Source: an optimization exercise on an open RTL-to-GDS flow (aim: small area, a short achievable clock period and few clock cycles per item). Production flows keep margins and buffers that such runs may drop. Function was checked by simulation only, so behaviour that the tests miss may differ from the original. No activity file was given, so power comes from the tool's default toggle rates.

## flash_loader_top
module flash_loader_top #(
    parameter int SEGMENT_WORDS   = 16,
    parameter int FLASH_ADDR_BITS = 12
) (
    input  logic                                    clk,
    input  logic                                    reset_n,
    input  logic                                    stb_i,
    input  logic                                    we_i,
    input  logic [flash_loader_pkg::BUS_WIDTH-1:0]  adr_wr_i,
    input  logic [flash_loader_pkg::BUS_WIDTH-1:0]  adr_rd_i,
    input  logic [flash_loader_pkg::BUS_WIDTH-1:0]  dat_i,
    output logic [flash_loader_pkg::BUS_WIDTH-1:0]  dat_o,
    output logic                                    ack_o,
    input  logic                                    fill_we_i,
    input  logic [$clog2(SEGMENT_WORDS):0]          fill_addr_i,
    input  logic [flash_loader_pkg::WORD_WIDTH-1:0] fill_data_i,
    output logic                                    ping_busy_o,
    output logic                                    pong_busy_o,
    output logic                                    done_o,
    output logic                                    flash_valid_o,
    output logic [FLASH_ADDR_BITS-1:0]              flash_addr_o,
    output logic [flash_loader_pkg::WORD_WIDTH-1:0] flash_data_o,
    input  logic                                    flash_ready_i
);
    localparam int IDX_BITS = $clog2(SEGMENT_WORDS);
    localparam int PTR_BITS = IDX_BITS + 1;
    localparam int CNT_BITS = IDX_BITS + 2;
    localparam int WORDS    = 2 * SEGMENT_WORDS;
    logic                       wr;
    logic                       ctrl_wr;
    logic                       fill_start;
    logic [3:0]                 data_sel_q;
    logic [BUS_WIDTH-1:0]       wr_data_q;
    logic [BUS_WIDTH-1:0]       data_q [4];
    logic                       save_begin;
    logic                       save_end;
    logic [2*BUS_WIDTH-1:0]     staged;
    logic [FLASH_ADDR_BITS-1:0] begin_addr_q;
    logic [FLASH_ADDR_BITS-1:0] end_addr_q;
    assign ack_o      = stb_i;
    assign wr         = stb_i & we_i;
    logic wr_hi_zero;
    logic wr_lo_ctrl;
  ...
clock: 5.0 ns
lec_check: 0
cap_margin: 20
core_margin: 2
core_utilization: 40
cts_buf_list: sky130_fd_sc_hd__clkbuf_8
cts_cluster_diameter: 70
cts_cluster_size: 14
setup_slack_margin: 2.0
slew_margin: 20
synth_hierarchical: 1
synth_minimum_keep_size: 0
run.sh (not shown) runs the stock make flow with config.mk's settings and CLKGATE_MAP_FILE= SYNTH_SCRIPT=/design/flow/synth_recipe.tcl, a recipe that flattens the netlist after the stock synthesis.
Testbench counts at the start, summed over its fixed seeds: cycles 27,394, words 21,815.
Rerun with:
--- a/flow/design.v
+++ b/flow/design.v
@@ -37,31 +37,20 @@
     input  logic [2:0] a_i,
     output logic       y_o
 );
     assign y_o = ~|a_i;
 endmodule
 module loader_nor2 (
     input  logic [1:0] a_i,
     output logic       y_o
 );
     assign y_o = ~|a_i;
-endmodule
-module loader_dec5 (
-    input  logic        en_i,
-    input  logic [4:0]  a_i,
-    output logic [31:0] y_o
-);
-    always_comb begin
-        for (int i = 0; i < 32; i++) begin
-            y_o[i] = en_i & (a_i == 5'(i));
-        end
-    end
 endmodule
 `timescale 1ns/1ps
 import flash_loader_pkg::*;
 module flash_loader_top #(
     parameter int SEGMENT_WORDS   = 16,
     parameter int FLASH_ADDR_BITS = 12
 ) (
     input  logic                                    clk,
     input  logic                                    reset_n,
     input  logic                                    stb_i,
@@ -161,31 +150,29 @@
             3'd4:    lo_mux = {5'b0, pong_busy_o, ping_busy_o, done_o};
             default: lo_mux = '0;
         endcase
     end
     assign dat_o = {BUS_WIDTH{hi_zero_a & hi_zero_b}} & lo_mux;
     logic [WORD_WIDTH-1:0] mem [WORDS];
     logic [WORD_WIDTH-1:0] rd_data;
     logic [WORDS-1:0]      rd_sel;
     logic [CNT_BITS-1:0]   wr_cnt_q;    
     logic [CNT_BITS-1:0]   rd_cnt_q;    
-    logic [WORDS-1:0]      wr_sel;
-    loader_dec5 wr_dec_inst (.en_i(fill_we_i), .a_i(fill_addr_i), .y_o(wr_sel));
-    loader_dec5 rd_dec_inst (.en_i(1'b1), .a_i(rd_cnt_q[PTR_BITS-1:0]), .y_o(rd_sel));
     always_ff @(posedge clk) begin
+        if (fill_we_i) begin
+            mem[fill_addr_i] <= fill_data_i;
+        end
+    end
+    always_comb begin
         for (int i = 0; i < WORDS; i++) begin
-            if (wr_sel[i]) begin
-                mem[i] <= fill_data_i;
-            end
-        end
-    end
-    always_comb begin
+            rd_sel[i] = (rd_cnt_q[PTR_BITS-1:0] == PTR_BITS'(i));
+        end
         rd_data = '0;
         for (int i = 0; i < WORDS; i++) begin
             rd_data = rd_data | ({WORD_WIDTH{rd_sel[i]}} & mem[i]);
         end
     end
     logic                       running_q;
     logic                       first_q;      
     logic                       occ_q;        
     logic [1:0]                 full_q;
     logic                       half_q;       
Sequential power climbs by about 5%.
Final area climbs by 2.4%.
Die area came out higher by 2.5%.
Power came out higher by 33%.
Setup slack loses 0.094 ns.
Flip-flop and latch count stays the same.
Combinational power grows to 5.7 times its value.
Wire length climbs by 12%.
Area after synthesis came out higher by 2.6%.
Clock-buffer cell count rises by 1.
Global-route usage goes up by 2.1 points.
Worst hold slack gets better by 0.032 ns.
Cell count increases by 4.0%.
Via count rises by 7.6%.
Testbench counts after the change, summed over its fixed seeds: cycles 27,394, words 21,815.

== green ==
The RTL this note starts from:
==> flow/design.v <==
package flash_loader_pkg;
    localparam int BUS_WIDTH  = 8;
    localparam int WORD_WIDTH = 32;
    typedef enum logic [BUS_WIDTH-1:0] {
        REG_DATA0 = 8'h00,
        REG_DATA1 = 8'h01,
        REG_DATA2 = 8'h02,
        REG_DATA3 = 8'h03,
        REG_CTRL  = 8'h04
    } reg_addr_e;
    localparam int CTL_FILL_BIT       = 0;
    localparam int CTL_SAVE_BEGIN_BIT = 1;
    localparam int CTL_SAVE_END_BIT   = 2;
    localparam int STAT_DONE_BIT      = 0;
    localparam int STAT_PING_BUSY_BIT = 1;
    localparam int STAT_PONG_BUSY_BIT = 2;
    typedef enum logic [1:0] {
        BUF_IDLE,
        BUF_BUSY,
        BUF_DONE
    } buf_state_e;
    typedef enum logic [2:0] {
        S_IDLE,
        S_WAIT_SEGMENT,
        S_READ_WORD,
        S_WAIT_DATA,
        S_WRITE_WORD,
        S_NEXT,
        S_DONE
    } loader_state_e;
endpackage
`timescale 1ns/1ps
`timescale 1ns/1ps
`timescale 1ns/1ps
`timescale 1ns/1ps
module loader_nor3 (
    input  logic [2:0] a_i,
    output logic       y_o
);
    assign y_o = ~|a_i;
endmodule
module loader_nor2 (
    input  logic [1:0] a_i,
    output logic       y_o
);
    assign y_o = ~|a_i;
endmodule
module loader_dec5 (
    input  logic        en_i,
    input  logic [4:0]  a_i,
    output logic [31:0] y_o
);
    always_comb begin
        for (int i = 0; i < 32; i++) begin
            y_o[i] = en_i & (a_i == 5'(i));
        end
    end
endmodule
module loader_a41o (
    input  logic [3:0] a_i,
    input  logic       b_i,
    output logic       y_o
);
    assign y_o = (&a_i) | b_i;
endmodule
module loader_nand4 (
    input  logic [3:0] a_i,
    output logic       y_o
);
    assign y_o = ~&a_i;
endmodule
`timescale 1ns/1ps
import flash_loader_pkg::*;
module flash_loader_top #(
    parameter int SEGMENT_WORDS   = 16,
    parameter int FLASH_ADDR_BITS = 12
) (
    input  logic                                    clk,
    input  logic                                    reset_n,
    input  logic                                    stb_i,
    input  logic                                    we_i,
    input  logic [flash_loader_pkg::BUS_WIDTH-1:0]  adr_wr_i,
    input  logic [flash_loader_pkg::BUS_WIDTH-1:0]  adr_rd_i,
    input  logic [flash_loader_pkg::BUS_WIDTH-1:0]  dat_i,
    output logic [flash_loader_pkg::BUS_WIDTH-1:0]  dat_o,
    output logic                                    ack_o,
    input  logic                                    fill_we_i,
    input  logic [$clog2(SEGMENT_WORDS):0]          fill_addr_i,
    input  logic [flash_loader_pkg::WORD_WIDTH-1:0] fill_data_i,
    output logic                                    ping_busy_o,
    output logic                                    pong_busy_o,
    output logic                                    done_o,
    output logic                                    flash_valid_o,
    output logic [FLASH_ADDR_BITS-1:0]              flash_addr_o,
    output logic [flash_loader_pkg::WORD_WIDTH-1:0] flash_data_o,
    input  logic                                    flash_ready_i
);
    localparam int IDX_BITS = $clog2(SEGMENT_WORDS);
    localparam int PTR_BITS = IDX_BITS + 1;
    localparam int CNT_BITS = IDX_BITS + 2;
    localparam int WORDS    = 2 * SEGMENT_WORDS;
    logic                       wr;
    logic                       ctrl_wr;
    logic                       fill_start;
    logic [3:0]                 data_sel_q;
    logic [BUS_WIDTH-1:0]       wr_data_q;
    logic [BUS_WIDTH-1:0]       data_q [4];
    logic                       save_begin;
    logic                       save_end;
    logic [2*BUS_WIDTH-1:0]     staged;
    logic [FLASH_ADDR_BITS-1:0] begin_addr_q;
    logic [FLASH_ADDR_BITS-1:0] end_addr_q;
    assign ack_o      = stb_i;
    assign wr         = stb_i & we_i;
    logic wr_hi_zero;      
    logic wr_mid_zero;     
    logic fill_wr_n;       
    logic fill_lo;         
    loader_nor3  wr_hi_zero_inst  (.a_i(adr_wr_i[7:5]), .y_o(wr_hi_zero));
    loader_nor3  wr_mid_zero_inst (.a_i({adr_wr_i[4:3], adr_wr_i[1]}), .y_o(wr_mid_zero));
    loader_nand4 fill_wr_inst     (.a_i({stb_i, we_i, adr_wr_i[2], dat_i[CTL_FILL_BIT]}), .y_o(fill_wr_n));
    loader_nor2  fill_lo_inst     (.a_i({fill_wr_n, adr_wr_i[0]}), .y_o(fill_lo));
    assign ctrl_wr    = wr & wr_hi_zero & wr_mid_zero & adr_wr_i[2] & ~adr_wr_i[0];
    assign fill_start = wr_hi_zero & wr_mid_zero & fill_lo;
    always_ff @(posedge clk or negedge reset_n) begin
        if (!reset_n) begin
            data_sel_q <= '0;
        end else begin
            for (int i = 0; i < 4; i++) begin
                data_sel_q[i] <= wr & (adr_wr_i == BUS_WIDTH'(i));
            end
        end
    end
    always_ff @(posedge clk) begin
        wr_data_q <= dat_i;
    end
    always_ff @(posedge clk or negedge reset_n) begin
        if (!reset_n) begin
            for (int i = 0; i < 4; i++) begin
                data_q[i] <= '0;
            end
        end else begin
            for (int i = 0; i < 4; i++) begin
                if (data_sel_q[i]) begin
                    data_q[i] <= wr_data_q;
                end
            end
        end
    end
    assign save_begin = ctrl_wr & dat_i[CTL_SAVE_BEGIN_BIT];
    assign save_end   = ctrl_wr & dat_i[CTL_SAVE_END_BIT];
    assign staged     = {data_sel_q[1] ? wr_data_q : data_q[1],
                         data_sel_q[0] ? wr_data_q : data_q[0]};
    always_ff @(posedge clk or negedge reset_n) begin
        if (!reset_n) begin
            begin_addr_q <= '0;
            end_addr_q   <= '0;
        end else begin
            if (save_begin) begin
                begin_addr_q <= staged[FLASH_ADDR_BITS-1:0];
            end
            if (save_end) begin
                end_addr_q <= staged[FLASH_ADDR_BITS-1:0];
            end
        end
    end
    logic       hi_zero_a;
    logic       hi_zero_b;
    logic [7:0] lo_mux;
    loader_nor3 hi_zero_a_inst (.a_i(adr_rd_i[7:5]), .y_o(hi_zero_a));
    loader_nor2 hi_zero_b_inst (.a_i(adr_rd_i[4:3]), .y_o(hi_zero_b));
    always_comb begin
        case (adr_rd_i[2:0])
            3'd0:    lo_mux = data_q[0];
            3'd1:    lo_mux = data_q[1];
            3'd2:    lo_mux = data_q[2];
            3'd3:    lo_mux = data_q[3];
            3'd4:    lo_mux = {5'b0, pong_busy_o, ping_busy_o, done_o};
            default: lo_mux = '0;
        endcase
    end
    assign dat_o = {BUS_WIDTH{hi_zero_a & hi_zero_b}} & lo_mux;
    localparam int SLOTS = WORDS - 1;
    logic [WORD_WIDTH-1:0] mem [SLOTS];
    logic [WORD_WIDTH-1:0] rd_data;
    logic [WORDS-1:0]      rd_sel;
    logic [WORDS-1:0]      wr_sel;
    logic [CNT_BITS-1:0]   wr_cnt_q;    
    logic [CNT_BITS-1:0]   rd_cnt_q;    
    logic [PTR_BITS-1:0]   wr_ptr_q;    
    logic [PTR_BITS-1:0]   rd_ptr_q;    
    loader_dec5 wr_dec_inst (.en_i(fill_we_i), .a_i(wr_ptr_q), .y_o(wr_sel));
    loader_dec5 rd_dec_inst (.en_i(1'b1), .a_i(rd_ptr_q), .y_o(rd_sel));
    always_ff @(posedge clk) begin
        for (int i = 0; i < SLOTS; i++) begin
            if (wr_sel[i]) begin
                mem[i] <= fill_data_i;
            end
        end
    end
    always_comb begin
        rd_data = '0;
        for (int i = 0; i < SLOTS; i++) begin
            rd_data = rd_data | ({WORD_WIDTH{rd_sel[i]}} & mem[i]);
        end
    end
    logic                       running_q;
    logic                       first_q;      
    logic                       occ_q;        
    logic [1:0]                 full_q;
    logic                       half_q;       
    logic                       half_last_q;  
    logic [FLASH_ADDR_BITS-1:0] addr_q;
    logic [WORD_WIDTH-1:0]      out_q;
    logic                       xfer;
    logic                       at_end;
    logic                       more;
    logic                       load;
    logic                       finish;
    loader_a41o valid_inst (.a_i({wr_hi_zero, wr_mid_zero, fill_lo, occ_q & ~running_q}),
                            .b_i(occ_q & running_q), .y_o(flash_valid_o));
    assign flash_addr_o  = addr_q;
    assign flash_data_o  = out_q;
    assign xfer   = flash_valid_o & flash_ready_i;
    assign at_end = (addr_q == end_addr_q);
    assign more   = first_q | ~at_end;
    assign load   = (~occ_q | xfer) & (wr_cnt_q != rd_cnt_q) & more;
    assign finish = running_q & ~first_q & at_end & (~occ_q | xfer)
                  & (wr_cnt_q[IDX_BITS-1:0] == '0);
    always_ff @(posedge clk or negedge reset_n) begin
        if (!reset_n) begin
            running_q <= 1'b0;
            done_o    <= 1'b0;
            first_q   <= 1'b1;
            occ_q     <= 1'b0;
            wr_cnt_q  <= '0;
            rd_cnt_q  <= '0;
            wr_ptr_q  <= '0;
            rd_ptr_q  <= '0;
            full_q    <= '0;
        end else begin
            if (finish) begin
                running_q <= 1'b0;
                done_o    <= 1'b1;
                first_q   <= 1'b1;
                occ_q     <= 1'b0;
                wr_cnt_q  <= '0;
                rd_cnt_q  <= '0;
                wr_ptr_q  <= '0;
                rd_ptr_q  <= '0;
                full_q    <= '0;
            end else begin
                if (fill_start) begin
                    running_q <= 1'b1;
                    done_o    <= 1'b0;
                end
                if (load) begin
                    first_q  <= 1'b0;
                    occ_q    <= 1'b1;
                    rd_cnt_q <= rd_cnt_q + 1'b1;
                    rd_ptr_q <= (rd_ptr_q == PTR_BITS'(SLOTS - 1)) ? '0 : rd_ptr_q + 1'b1;
                end else if (xfer) begin
                    occ_q    <= 1'b0;
                end
                if (fill_we_i) begin
                    wr_cnt_q <= wr_cnt_q + 1'b1;
                    wr_ptr_q <= (wr_ptr_q == PTR_BITS'(SLOTS - 1)) ? '0 : wr_ptr_q + 1'b1;
                end
                for (int h = 0; h < 2; h++) begin
                    if (fill_we_i && fill_addr_i == {1'(h), IDX_BITS'(SEGMENT_WORDS - 1)}) begin
                        full_q[h] <= 1'b1;
                    end else if (xfer && half_last_q && half_q == 1'(h)) begin
                        full_q[h] <= 1'b0;
                    end
                end
            end
        end
    end
    assign ping_busy_o = full_q[0] & running_q;
    assign pong_busy_o = full_q[1] & running_q;
    always_ff @(posedge clk or negedge reset_n) begin
        if (!reset_n) begin
            addr_q      <= '0;
            half_q      <= 1'b0;
            half_last_q <= 1'b0;
        end else begin
            if (save_begin) begin
                addr_q <= staged[FLASH_ADDR_BITS-1:0];
            end else if (finish) begin
                addr_q <= begin_addr_q;
            end else if (load && !first_q) begin
                addr_q <= addr_q + 1'b1;
            end
            if (load) begin
                half_q      <= rd_cnt_q[IDX_BITS];
                half_last_q <= (rd_cnt_q[IDX_BITS-1:0] == IDX_BITS'(SEGMENT_WORDS - 1));
            end
        end
    end
    always_ff @(posedge clk) begin
        if (load) begin
            out_q <= rd_data;
        end
    end
endmodule
clock: 5.0 ns
lec_check: 0
cap_margin: 20
core_margin: 2
core_utilization: 40
cts_buf_list: sky130_fd_sc_hd__clkbuf_8
cts_cluster_diameter: 70
cts_cluster_size: 14
setup_slack_margin: 2.0
slew_margin: 20
synth_hierarchical: 1
synth_minimum_keep_size: 0
Testbench counts of green, summed over its fixed seeds: cycles 27,394, words 21,815.
--- input diff green..purple ---
--- a/flow/design.v
+++ b/flow/design.v
@@ -44,17 +44,16 @@
     output logic       y_o
 );
     assign y_o = ~|a_i;
 endmodule
 module loader_dec5 (
-    input  logic        en_i,
     input  logic [4:0]  a_i,
     output logic [31:0] y_o
 );
     always_comb begin
         for (int i = 0; i < 32; i++) begin
-            y_o[i] = en_i & (a_i == 5'(i));
+            y_o[i] = (a_i == 5'(i));
         end
     end
 endmodule
 module loader_a41o (
     input  logic [3:0] a_i,
@@ -182,17 +181,19 @@
     assign dat_o = {BUS_WIDTH{hi_zero_a & hi_zero_b}} & lo_mux;
     localparam int SLOTS = WORDS - 1;
     logic [WORD_WIDTH-1:0] mem [SLOTS];
     logic [WORD_WIDTH-1:0] rd_data;
     logic [WORDS-1:0]      rd_sel;
+    logic [WORDS-1:0]      wr_slot;
     logic [WORDS-1:0]      wr_sel;
     logic [CNT_BITS-1:0]   wr_cnt_q;    
     logic [CNT_BITS-1:0]   rd_cnt_q;    
     logic [PTR_BITS-1:0]   wr_ptr_q;    
     logic [PTR_BITS-1:0]   rd_ptr_q;    
-    loader_dec5 wr_dec_inst (.en_i(fill_we_i), .a_i(wr_ptr_q), .y_o(wr_sel));
-    loader_dec5 rd_dec_inst (.en_i(1'b1), .a_i(rd_ptr_q), .y_o(rd_sel));
+    loader_dec5 wr_dec_inst (.a_i(wr_ptr_q), .y_o(wr_slot));
+    loader_dec5 rd_dec_inst (.a_i(rd_ptr_q), .y_o(rd_sel));
+    assign wr_sel = wr_slot & {WORDS{fill_we_i}};
     always_ff @(posedge clk) begin
         for (int i = 0; i < SLOTS; i++) begin
             if (wr_sel[i]) begin
                 mem[i] <= fill_data_i;
             end
Findings:
- Setup slack after placement ended up 0.13 ns lower on purple than on green.
- purple: area after synthesis higher than green
- Cmp green and purple / per-cell routed wire length / lower: green
- Against green, purple reports a setup slack after layout that is higher.
- Compared with green, purple shows a worst hold slack that is 0.084 ns lower.
- Delta (purple minus green): power rose by 1.1 mW; wire length after detailed routing saw an increase.
- Sort green and purple by delay of the slowest cell on the worst path, ascending, and purple comes first.
- purple against green: final instance area lower, peak ir drop on the vdd network higher, via total after detailed routing roughly the same.
- Between green and purple, the core occupancy in the finished layout is higher for green.
Testbench counts of purple, summed over its fixed seeds: cycles 27,394, words 21,815.

what the ideal ports hide:
How much do the figures lean on ideal ports? The routed layouts below were timed once more, with nothing changed but the port constraints.
Step 1: set_driving_cell puts a clkbuf_16 on clk and a buf_2 on each other input, an assumption about the parent block.
Step 2, shift: input delay + t, output delay - t, t = (earliest + latest rising clock arrival at the registers) / 2. This alone moves slack from input paths to output paths.
Slacks: no drivers / after step 1 / after step 2; pairs: no drivers / after step 1.
| run | t (ns) | slack for setup (ns) | worst hold slack (ns) | worst setup path after step 2 | cell pins on the clock port's net |
|---|---|---|---|---|---|
| the first run of note 1 | 0.825 | 1.997 / 1.997 / 1.244 | 0.267 / 0.226 / 0.490 | input to register | 1 |
| the second run of note 1 | 0.827 | 1.903 / 1.889 / 1.221 | 0.300 / 0.261 / 0.484 | input to register | 1 |
| green | 0.816 | 1.955 / 1.955 / 1.273 | 0.318 / 0.282 / 0.486 | input to register | 1 |
| purple | 0.821 | 1.998 / 1.957 / 1.484 | 0.234 / 0.196 / 0.484 | input to register | 1 |
After both steps setup and hold are still met in every run listed. The setup slack of the first run of note 1, which loses most, moves by 0.000 ns with the drivers and by -0.753 ns with both steps.
